This is an optimization exercise on Yosys and OpenROAD, whose aim is small area, a short achievable clock period and few clock cycles, not a production implementation. At most, simulation tests tie the RTL to the original design; equivalence was not proved.

trial 43:
## systolic_mm_top
module systolic_mm_top (
    input  logic                          clk,
    input  logic                          rst,
    input  logic                          in_req,
    input  systolic_mm_pkg::data_t        in_data,
    output logic                          in_ack,
    output logic                          out_req,
    output systolic_mm_pkg::result_word_t out_word,
    input  logic                          out_ack,
    output logic                          done
);
Size in the first run: ~1300 cells after synthesis, ~670 flip-flops, about 0.019 mm² of cells after synthesis.
==> module systolic_mm_top, before the edit <==
module systolic_mm_top (
    input  logic                          clk,
    input  logic                          rst,
    input  logic                          in_req,
    input  systolic_mm_pkg::data_t        in_data,
    output logic                          in_ack,
    output logic                          out_req,
    output systolic_mm_pkg::result_word_t out_word,
    input  logic                          out_ack,
    output logic                          done
);
    logic [6:0] ph65;
    logic [3:0] ph16;
    logic [7:0] t;
    logic [6:0] tgt_a;
    logic [3:0] d_q;
    logic [2:0] kb_q;
    logic ack_q;
    logic wa_q;
    logic wb1_q;
    logic wb2_pre;
    logic wb2_q;
    wire a_ph = (t[7:6] == 2'b00);
    wire b_ph = (t[7:6] == 2'b01);
    wire t_zero = (t == 8'd0);
    wire b_align = (ph16 == ({t[2:0], 1'b0} - 4'd1));
    wire can_ack = (a_ph & (t_zero | (ph65 == tgt_a))) | (b_ph & b_align);
    wire ack = in_req & ~in_ack & can_ack;
    wire ack_last = ack & (t == 8'd127);
    logic [3:0] ra [65];
    logic [3:0] rb [4][16];
    always_ff @(posedge clk) begin
        ra[0] <= wa_q ? d_q : ra[64];
        for (int n = 1; n < 65; n++) ra[n] <= ra[n-1];
    end
    for (genvar m = 0; m < 4; m++) begin : g_rb
        wire we = (wb1_q | wb2_q) & (kb_q[1:0] == 2'(m));
        always_ff @(posedge clk) begin
            rb[m][0] <= we ? d_q : rb[m][15];
            for (int n = 1; n < 16; n++) rb[m][n] <= rb[m][n-1];
        end
    end
    always_ff @(posedge clk) begin
        if (!in_ack) begin
            d_q <= in_data;
            kb_q <= t[5:3];
        end
        if (rst) begin
            in_ack <= 1'b0;
            ack_q <= 1'b0;
            wa_q <= 1'b0;
            wb1_q <= 1'b0;
            wb2_pre <= 1'b0;
            wb2_q <= 1'b0;
        end else begin
            in_ack <= in_req & (in_ack | can_ack);
            ack_q <= ack;
            wa_q <= ack & a_ph;
            wb1_q <= ack & b_ph & ~t[5];
            wb2_pre <= ack & b_ph & t[5];
            wb2_q <= wb2_pre;
        end
    end
    logic [6:0] cw;         
    logic [5:0] oidx;
    logic [10:0] oval;
    logic loaded;           
    logic fin;              
    logic [31:0] hold;
    logic [2:0] hrow, hrow_d1, hrow_d2;
    logic hv, hv_d1, hv_d2;
    logic [7:0] pq [4];
    logic [9:0] q1;
    wire out_ph = t[7] | (t == 8'd127);
    wire lw = ~out_req & ~loaded & ~cw[6] & out_ph
              & (ph16 == {cw[2:0] + 3'd6, 1'b1})
              & hv_d1 & (hrow_d1 == cw[5:3]) & hv_d2 & (hrow_d2 == cw[5:3]);
    wire rise = ~out_req & ~out_ack & (loaded | lw) & (t[7] | ack_last);
    wire row_end = (cw[2:0] == 3'd7) & ~cw[6] & (cw[5:3] != 3'd7)
                   & (ph16 == 4'd10)
                   & hv & (hrow == cw[5:3]) & hv_d1 & (hrow_d1 == cw[5:3]);
    wire [2:0] want = cw[5:3] + {2'b00, row_end};
    logic [6:0] tgt_row;
    always_comb begin
        case (want)
            3'd0: tgt_row = 7'd55;
            3'd1: tgt_row = 7'd6;
            3'd2: tgt_row = 7'd22;
            3'd3: tgt_row = 7'd38;
            3'd4: tgt_row = 7'd54;
            3'd5: tgt_row = 7'd5;
            3'd6: tgt_row = 7'd21;
            default: tgt_row = 7'd37;
        endcase
    end
    wire hl = (t[7] | t[6]) & ~cw[6] & (ph65 == tgt_row) & ~ph16[0]
              & ~(hv & (hrow == want));
    always_ff @(posedge clk) begin
        for (int k = 0; k < 8; k++) begin
            hold[4*k +: 4] <= hl ? ra[54 - 2*k] : hold[4*((k+4)%8) +: 4];
        end
    end
    always_ff @(posedge clk) begin
        for (int m = 0; m < 4; m++) pq[m] <= hold[4*m +: 4] * rb[m][10];
    end
    wire [9:0] qsum = 10'(pq[0]) + 10'(pq[1]) + 10'(pq[2]) + 10'(pq[3]);
    always_ff @(posedge clk) q1 <= qsum;
    wire [10:0] psum = 11'(q1) + 11'(qsum);
    always_ff @(posedge clk) begin
        if (lw) begin
            oval <= psum;
            oidx <= cw[5:0];
        end
    end
    assign out_word = {oidx, 5'd0, oval};
    always_ff @(posedge clk) begin
        hrow_d1 <= hrow;
        hv_d1 <= hv;
        hrow_d2 <= hrow_d1;
        hv_d2 <= hv_d1;
        if (rst) begin
            t <= '0;
            out_req <= 1'b0;
            done <= 1'b0;
            loaded <= 1'b0;
            fin <= 1'b0;
            hv <= 1'b0;
            cw <= '0;
            ph65 <= '0;
            ph16 <= '0;
            tgt_a <= '0;
        end else begin
            ph65 <= (ph65 == 7'd64) ? 7'd0 : ph65 + 7'd1;
            ph16 <= ph16 + 4'd1;
            if (ack_q) begin
                t <= t + 8'd1;
                if (t_zero) begin
                    ph65 <= 7'd1;
                    ph16 <= 4'd1;
                    tgt_a <= 7'd1;
                    cw <= '0;
                    hv <= 1'b0;
                    done <= 1'b0;
                end else begin
                    tgt_a <= (tgt_a >= 7'd63) ? tgt_a - 7'd63 : tgt_a + 7'd2;
                end
            end
            if (hl) begin
                hrow <= want;
                hv <= 1'b1;
            end
            if (lw) cw <= cw + 7'd1;
            loaded <= (loaded | lw) & ~rise;
            if (out_req & out_ack) begin
                out_req <= 1'b0;
                if (oidx == 6'd63) fin <= 1'b1;
            end else if (rise) begin
                out_req <= 1'b1;
            end
            if (fin & ~out_req & ~out_ack) begin
                fin <= 1'b0;
                done <= 1'b1;
                t <= '0;
            end
        end
    end
endmodule
Settings: LEC_CHECK=0, ABC_CLOCK_PERIOD_IN_PS=3000, CAP_MARGIN=20, CORE_MARGIN=2, CORE_UTILIZATION=40, CTS_CLUSTER_DIAMETER=80, CTS_CLUSTER_SIZE=25, SETUP_SLACK_MARGIN=5, SLEW_MARGIN=20; clock period 10.0 ns.
run.sh (not shown) runs the stock make flow with config.mk's settings and CLKGATE_MAP_FILE= SYNTH_SCRIPT=/design/flow/synth_recipe.tcl, a recipe that flattens the netlist after the stock synthesis.
The flow did not stop early for trial 43: all stages ran, and the layout cleared the timing, DRC and antenna checks.
## Diff of input files: build 77 against trial 43
==> flow/design.v, changed modules only <==
module systolic_mm_top (
    input  logic                          clk,
    input  logic                          rst,
    input  logic                          in_req,
    input  systolic_mm_pkg::data_t        in_data,
    output logic                          in_ack,
    output logic                          out_req,
    output systolic_mm_pkg::result_word_t out_word,
    input  logic                          out_ack,
    output logic                          done
);
    logic [6:0] ph65;
    logic [3:0] ph16;
    logic [7:0] t;
    logic [6:0] tgt_a;
    logic [3:0] d_q;
    logic [2:0] kb_q;
    logic ack_q;
    logic wa_q;
    logic wb1_q;
    logic wb2_pre;
    logic wb2_q;
    wire a_ph = (t[7:6] == 2'b00);
    wire b_ph = (t[7:6] == 2'b01);
    wire t_zero = (t == 8'd0);
    wire b_align = (ph16 == ({t[2:0], 1'b0} - 4'd1));
    wire can_ack = (a_ph & (t_zero | (ph65 == tgt_a))) | (b_ph & b_align);
    wire ack = in_req & ~in_ack & can_ack;
    wire ack_last = ack & (t == 8'd127);
    logic [3:0] ra [65];
    logic [3:0] rb [4][16];
    always_ff @(posedge clk) begin
        ra[0] <= wa_q ? d_q : ra[64];
        for (int n = 1; n < 65; n++) ra[n] <= ra[n-1];
    end
    for (genvar m = 0; m < 4; m++) begin : g_rb
        wire we = (wb1_q | wb2_q) & (kb_q[1:0] == 2'(m));
        always_ff @(posedge clk) begin
            rb[m][0] <= we ? d_q : rb[m][15];
            for (int n = 1; n < 16; n++) rb[m][n] <= rb[m][n-1];
        end
    end
    always_ff @(posedge clk) begin
        if (!in_ack) begin
            d_q <= in_data;
            kb_q <= t[5:3];
        end
        if (rst) begin
            in_ack <= 1'b0;
            ack_q <= 1'b0;
            wa_q <= 1'b0;
            wb1_q <= 1'b0;
            wb2_pre <= 1'b0;
            wb2_q <= 1'b0;
        end else begin
            in_ack <= in_req & (in_ack | can_ack);
            ack_q <= ack;
            wa_q <= ack & a_ph;
            wb1_q <= ack & b_ph & ~t[5];
            wb2_pre <= ack & b_ph & t[5];
            wb2_q <= wb2_pre;
        end
    end
    logic [6:0] cw;         
    logic [5:0] oidx;
    logic [10:0] oval;
    logic loaded;           
    logic fin;              
    logic [31:0] hold;
    logic [2:0] hrow, hrow_d1, hrow_d2, hrow_d3;
    logic hv, hv_d1, hv_d2, hv_d3;
    logic [7:0] pq [4];
    logic [9:0] q, q_d;
    wire out_ph = t[7] | (t == 8'd127);
    wire lw = ~out_req & ~loaded & ~cw[6] & out_ph
              & (ph16 == {cw[2:0] + 3'd6, 1'b1})
              & hv_d2 & (hrow_d2 == cw[5:3]) & hv_d3 & (hrow_d3 == cw[5:3]);
    wire rise = ~out_req & ~out_ack & (loaded | lw) & (t[7] | ack_last);
    wire row_end = (cw[2:1] == 2'd3) & ~cw[6] & (cw[5:3] != 3'd7)
                   & (ph16 == 4'd9)
                   & hv & (hrow == cw[5:3]) & hv_d1 & (hrow_d1 == cw[5:3]);
    wire [2:0] want = cw[5:3] + {2'b00, row_end};
    logic [6:0] tgt_row;
    always_comb begin
        case (want)
            3'd0: tgt_row = 7'd54;
            3'd1: tgt_row = 7'd5;
            3'd2: tgt_row = 7'd21;
            3'd3: tgt_row = 7'd37;
            3'd4: tgt_row = 7'd53;
            3'd5: tgt_row = 7'd4;
            3'd6: tgt_row = 7'd20;
            default: tgt_row = 7'd36;
        endcase
    end
    wire hl = (t[7] | t[6]) & ~cw[6] & (ph65 == tgt_row) & ph16[0]
              & ~(hv & (hrow == want));
    always_ff @(posedge clk) begin
        for (int k = 0; k < 8; k++) begin
            hold[4*k +: 4] <= hl ? ra[53 - 2*k] : hold[4*((k+4)%8) +: 4];
        end
    end
    always_ff @(posedge clk) begin
        for (int m = 0; m < 4; m++) pq[m] <= hold[4*m +: 4] * rb[m][9];
        q <= 10'(pq[0]) + 10'(pq[1]) + 10'(pq[2]) + 10'(pq[3]);
        q_d <= q;
    end
    wire [10:0] psum = 11'(q_d) + 11'(q);
    always_ff @(posedge clk) begin
        if (lw) begin
            oval <= psum;
            oidx <= cw[5:0];
        end
    end
    assign out_word = {oidx, 5'd0, oval};
    always_ff @(posedge clk) begin
        hrow_d1 <= hrow;
        hv_d1 <= hv;
        hrow_d2 <= hrow_d1;
        hv_d2 <= hv_d1;
        hrow_d3 <= hrow_d2;
        hv_d3 <= hv_d2;
        if (rst) begin
            t <= '0;
            out_req <= 1'b0;
            done <= 1'b0;
            loaded <= 1'b0;
            fin <= 1'b0;
            hv <= 1'b0;
            cw <= '0;
            ph65 <= '0;
            ph16 <= '0;
            tgt_a <= '0;
        end else begin
            ph65 <= (ph65 == 7'd64) ? 7'd0 : ph65 + 7'd1;
            ph16 <= ph16 + 4'd1;
            if (ack_q) begin
                t <= t + 8'd1;
                if (t_zero) begin
                    ph65 <= 7'd1;
                    ph16 <= 4'd1;
                    tgt_a <= 7'd1;
                    cw <= '0;
                    hv <= 1'b0;
                    done <= 1'b0;
                end else begin
                    tgt_a <= (tgt_a >= 7'd63) ? tgt_a - 7'd63 : tgt_a + 7'd2;
                end
            end
            if (hl) begin
                hrow <= want;
                hv <= 1'b1;
            end
            if (lw) cw <= cw + 7'd1;
            loaded <= (loaded | lw) & ~rise;
            if (out_req & out_ack) begin
                out_req <= 1'b0;
                if (oidx == 6'd63) fin <= 1'b1;
            end else if (rise) begin
                out_req <= 1'b1;
            end
            if (fin & ~out_req & ~out_ack) begin
                fin <= 1'b0;
                done <= 1'b1;
                t <= '0;
            end
        end
    end
endmodule
Results
Final wirelength for build 77 is higher than for trial 43. From trial 43 to build 77 the numbers moved as follows: worst hold slack after final layout now sits higher; netlist area before placement now sits higher; number of DRC violations after detailed-routing iteration 0 now sits higher; die area now sits higher. Total number of H-tree levels on build 77 is down relative to trial 43. Routing usage on met1 in build 77 is 0.66 points above trial 43.
Testbench counts of build 77, summed over its fixed seeds: cycles 18,384.
No functional check of the RTL was part of trial 43.

[re-timing with driven ports]
In the flow no input, the clock included, has a driving cell. The finished layouts below were timed again as built, in two steps.
Step 1: set_driving_cell puts a clkbuf_16 on clk and a buf_2 on each other input, an assumption about the parent block.
Step 2 also shifts input and output timing later by t, the mid clock arrival at the registers, as if the neighbouring blocks saw the same clock.
Three values: ideal, step 1, step 2; two values: the first two.
| run | t, ns | setup WS [ns] | hold slack, ns |
|---|---|---|---|
| trial 43 | 0.607 | 5.919 / 5.919 / 5.919 | 0.315 / 0.315 / 0.315 |
| build 77 | 0.649 | 6.323 / 6.268 / 6.539 | 0.319 / 0.319 / 0.319 |
After both steps setup and hold are still met in every run listed.
